From an optimization exercise on the open Yosys and OpenROAD flow, aimed at small area, a short achievable clock period and few clock cycles per item; shortcuts taken in it are not production practice.
At most, simulation tests tie the RTL to the original design; equivalence was not proved.
Power and IR drop assume default switching activity.

Design conv_engine_top, start of the top module:
module conv_engine_top (
    input  logic                            clk,
    input  logic                            rst_n,
    input  logic                            in_valid,
    input  logic [conv_pkg::DATA_WIDTH-1:0] in_data,
    input  logic                            in_is_weight,
    input  logic                            out_credit,
    output logic                            in_credit,
    output logic                            out_valid,
    output logic [conv_pkg::DATA_WIDTH-1:0] out_data
);
Size: ~5900 cells after synthesis, about 2700 flip-flops, roughly 23 I/O pins.
export LEC_CHECK = 0
export CAP_MARGIN = 20
export CORE_MARGIN = 2
export CORE_UTILIZATION = 60
export CTS_CLUSTER_DIAMETER = 60
export CTS_CLUSTER_SIZE = 40
export SETUP_SLACK_MARGIN = 0.5
export SLEW_MARGIN = 20
create_clock -name core_clock -period 13.0 [get_ports {clk}]
standard.sh (not shown) runs the stock make flow with config.mk's settings and CLKGATE_MAP_FILE= SYNTH_SCRIPT=/design/flow/synth_recipe.tcl, a recipe that flattens the netlist after the stock synthesis.
==> flow/flow/run.sh <==
#!/bin/bash
# Standard layout, with the port buffers made of plain buf_4 cells instead
# of the flow's default pick, a slow delay buffer.
set -euo pipefail
export BUFFER_PORTS_ARGS="-buffer_cell sky130_fd_sc_hd__buf_4"
bash standard.sh > standard_flow.log 2>&1
Testbench counts at the start, summed over its fixed seeds: cycles 8,752, windows 320.
Edit:
CTS_CLUSTER_DIAMETER = 120   (was 60)
CTS_CLUSTER_SIZE = 26   (was 40)
- flip-flop and latch count is unchanged
- fmax is lower by 0.51%
- cell area is lower by 2.8%
Edit:
CTS_CLUSTER_DIAMETER = 100   (was 120)
CTS_CLUSTER_SIZE = 30   (was 26)
Outcome:
- worst setup slack gets better by 0.014 ns
- combinational power barely changes
- synthesized cell count stays the same
- design area hardly moves
- wire length decreases slightly
- synthesized area is unchanged
- clock skew decreases by 0.013 ns
Edit:
CAP_MARGIN = 5   (was 20)
SLEW_MARGIN = 5   (was 20)
What happened: Synthesized cell count stays the same; via count hardly moves; worst setup slack stays flat; utilization is about the same; non-clock buffer count shrinks by 1; count of clock-buffer cells in the layout does not change.

Another version of the RTL of conv_engine_top (not shown whole).
Size: roughly 6,400 cells after synthesis, roughly 23 I/O pins, about 84,000 µm² of cells after synthesis.
## conv_engine_top
module conv_engine_top (
    input  logic                            clk,
    input  logic                            rst_n,
    input  logic                            in_valid,
    input  logic [conv_pkg::DATA_WIDTH-1:0] in_data,
    input  logic                            in_is_weight,
    input  logic                            out_credit,
    output logic                            in_credit,
    output logic                            out_valid,
    output logic [conv_pkg::DATA_WIDTH-1:0] out_data
);
    localparam DW    = conv_pkg::DATA_WIDTH;
    localparam AW    = conv_pkg::ACC_WIDTH;
    localparam OC    = conv_pkg::OUT_CHANNELS;
    localparam LEN   = conv_pkg::PIXELS;
    localparam PIX_W = conv_pkg::PIX_W;
    logic                 head_valid;
    logic                 head_is_weight;
    logic [DW-1:0]        head_data;
    logic                 kernel_pop;
    logic                 pixel_pop;
    logic [PIX_W-1:0]     phase;
    logic [OC*DW-1:0]     weights;
    logic [OC*DW-1:0]     biases;
    logic                 drain_free;
    logic [OC-1:0]        acc_done;
  ...
Settings: LEC_CHECK=0, CAP_MARGIN=20, CORE_MARGIN=2, CORE_UTILIZATION=40, CTS_CLUSTER_DIAMETER=80, CTS_CLUSTER_SIZE=35, SETUP_SLACK_MARGIN=0.5, SLEW_MARGIN=20; clock period 13.0 ns.
Scripts as last shown in full above: flow/flow/run.sh
The baseline ran to the end with no violations.
Rerun with:
==> flow/run.sh (new file) <==
#!/bin/bash
# synth_recipe.tcl (not shown) runs the flow's synth.tcl, then flattens the netlist and writes it again
# the make line also repeats each setting of config.mk as NAME=value (left out here)
make -C /OpenROAD-flow-scripts/flow DESIGN_CONFIG=/design/flow/config.mk WORK_HOME=/design/flow/orfs CLKGATE_MAP_FILE= SYNTH_SCRIPT=/design/flow/synth_recipe.tcl finish
removed: flow/flow/run.sh
removed: flow/standard.sh
After rerunning: Sequential cell count is unchanged; setup slack degrades by 1.0 ns; combinational power barely changes; global-route usage hardly moves; maximum frequency fell by about 20%; clock skew fell by 0.0034 ns; sequential share of layout area fell by 0.14 points; cell area barely changes.
No run of this note included a check of the RTL's function; only the layout flow was run.

Setup of purple:
Another version of the RTL of conv_engine_top (not shown whole).
Size: about 6,000 cells after synthesis, about 23 I/O pins, about 82,000 um2 of cells after synthesis.
export LEC_CHECK = 0
export CAP_MARGIN = 20
export CORE_MARGIN = 2
export CORE_UTILIZATION = 40
export CTS_CLUSTER_DIAMETER = 70
export CTS_CLUSTER_SIZE = 30
export SETUP_SLACK_MARGIN = 0.5
export SLEW_MARGIN = 20
create_clock -name core_clock -period 13.0 [get_ports {clk}]
run.sh (not shown) runs the stock make flow with config.mk's settings and CLKGATE_MAP_FILE= SYNTH_SCRIPT=/design/flow/synth_recipe.tcl, a recipe that flattens the netlist after the stock synthesis.
Stock flow here: none of the scripts above is used.
Testbench counts of purple, summed over its fixed seeds: cycles 8,752, windows 320.
Changes in blue relative to purple:
==> flow/flow/run.sh (new file) <==
#!/bin/bash
# Standard layout, with the port buffers made of plain buf_4 cells instead
# of the flow's default pick, a slow delay buffer.
set -euo pipefail
export BUFFER_PORTS_ARGS="-buffer_cell sky130_fd_sc_hd__buf_4"
bash standard.sh > standard_flow.log 2>&1
==> flow/standard.sh (new file) <==
#!/bin/bash
# synth_recipe.tcl (not shown) runs the flow's synth.tcl, then flattens the netlist and writes it again
# the make line also repeats each setting of config.mk as NAME=value (left out here)
make -C /OpenROAD-flow-scripts/flow DESIGN_CONFIG=/design/flow/config.mk WORK_HOME=/design/flow/orfs CLKGATE_MAP_FILE= SYNTH_SCRIPT=/design/flow/synth_recipe.tcl "${@:-finish}"
removed: flow/run.sh
==> results.txt <==
blue ended with more largest fanout of any net on the critical path than purple.
blue against purple; buffer count excluding the clock tree in the final layout is down by a few percent.
The share of total power in the clock network number comes out higher for purple vs blue.
~same combinational power in blue and purple

conv_engine_top, a different RTL version from the one above (not shown whole).
Size in the first run: roughly 6300 cells after synthesis, about 2700 flip-flops, about 23 I/O pins.
clock: 13.0 ns
lec_check: 0
cap_margin: 20
core_margin: 2
core_utilization: 40
cts_buf_list: sky130_fd_sc_hd__clkbuf_8 sky130_fd_sc_hd__clkbuf_4
cts_cluster_size: 30
setup_slack_margin: 0.5
slew_margin: 20
Stock flow here: none of the scripts above is used.
Rerun with:
CTS_BUF_LIST = default   (was sky130_fd_sc_hd__clkbuf_8 sky130_fd_sc_hd__clkbuf_4)
CTS_CLUSTER_SIZE = default   (was 30)
- cell area barely changes
- via count came out lower by 1.8%
- flip-flop and latch count does not change
- wire length went down by 0.95%
- global-route usage is lower by 0.14 points
- power came out higher by 2.2%
- worst setup slack improved by 0.10 ns
- clock power rose by 5.4%
Rerun with:
CTS_CLUSTER_DIAMETER = 80   (was default)
CTS_CLUSTER_SIZE = 35   (was default)
Outcome: Global-route usage drops by 0.54 points; flip-flop and latch count stays the same; non-clock buffer count does not change; cell area drops by 5.3%; count of clock-buffer cells in the layout drops by 261; power drops by 18%.
Rerun with:
CTS_CLUSTER_DIAMETER = 60   (was 80)
CTS_CLUSTER_SIZE = 28   (was 35)
The changed run finished with timing, DRC and antenna clean.
Sequential share of layout area decreases by 0.81 points.
Sequential cell count is unchanged.
Cell count increases by 0.74%.
Register-to-register slack is better by 0.03 ns.
Routed wire length increases by 0.84%.
Cell area increases by 1.3%.
Area after synthesis stays the same.
Function was not checked in any run of this note: the RTL went through the layout flow alone.

[static timing again, ports no longer ideal]
The flow's constraints put no driver on any port. The routed layouts listed below were extracted and timed again, unchanged, in two steps.
Step 1, drivers: a clkbuf_16 drives clk and a buf_2 each remaining input, both assumed.
Step 2 adds t to the input delays and takes it off the output delays; t is the mean of the earliest and latest rising clock arrival at the registers after step 1. Input paths then give back, and output paths get back, about the clock's delay inside the block.
a / b / c = ideal / step 1 / step 2; a / b = the first two.
| run | shift t [ns] | slack for setup (ns) | worst hold slack (ns) |
|---|---|---|---|
| the first run of note 1 | 0.837 | 9.151 / 9.081 / 8.996 | 0.299 / 0.299 / 0.299 |
| the second run of note 1 | 0.816 | 9.131 / 9.055 / 9.029 | 0.287 / 0.287 / 0.287 |
| the third run of note 1 | 0.820 | 9.145 / 9.068 / 9.019 | 0.314 / 0.314 / 0.314 |
| the fourth run of note 1 | 0.819 | 9.146 / 9.069 / 9.026 | 0.312 / 0.312 / 0.312 |
| the first run of note 2 | 0.859 | 8.799 / 8.799 / 8.799 | 0.314 / 0.314 / 0.314 |
| the second run of note 2 | 0.859 | 7.781 / 7.781 / 7.781 | 0.303 / 0.303 / 0.303 |
| purple | 0.861 | 8.733 / 8.654 / 8.587 | 0.308 / 0.308 / 0.308 |
| blue | 0.877 | 8.942 / 8.942 / 8.942 | 0.301 / 0.301 / 0.301 |
| the first run of note 4 | 1.081 | 8.333 / 8.254 / 8.748 | 0.226 / 0.226 / 0.226 |
| the second run of note 4 | 0.958 | 8.437 / 8.354 / 8.717 | 0.250 / 0.250 / 0.250 |
| the third run of note 4 | 0.849 | 8.571 / 8.488 / 8.726 | 0.291 / 0.291 / 0.291 |
| the fourth run of note 4 | 0.879 | 8.517 / 8.435 / 8.713 | 0.298 / 0.298 / 0.298 |
After both steps setup and hold are still met in every run listed. The setup slack of the first run of note 1, which loses most, moves by -0.070 ns with the drivers and by -0.155 ns with both steps.
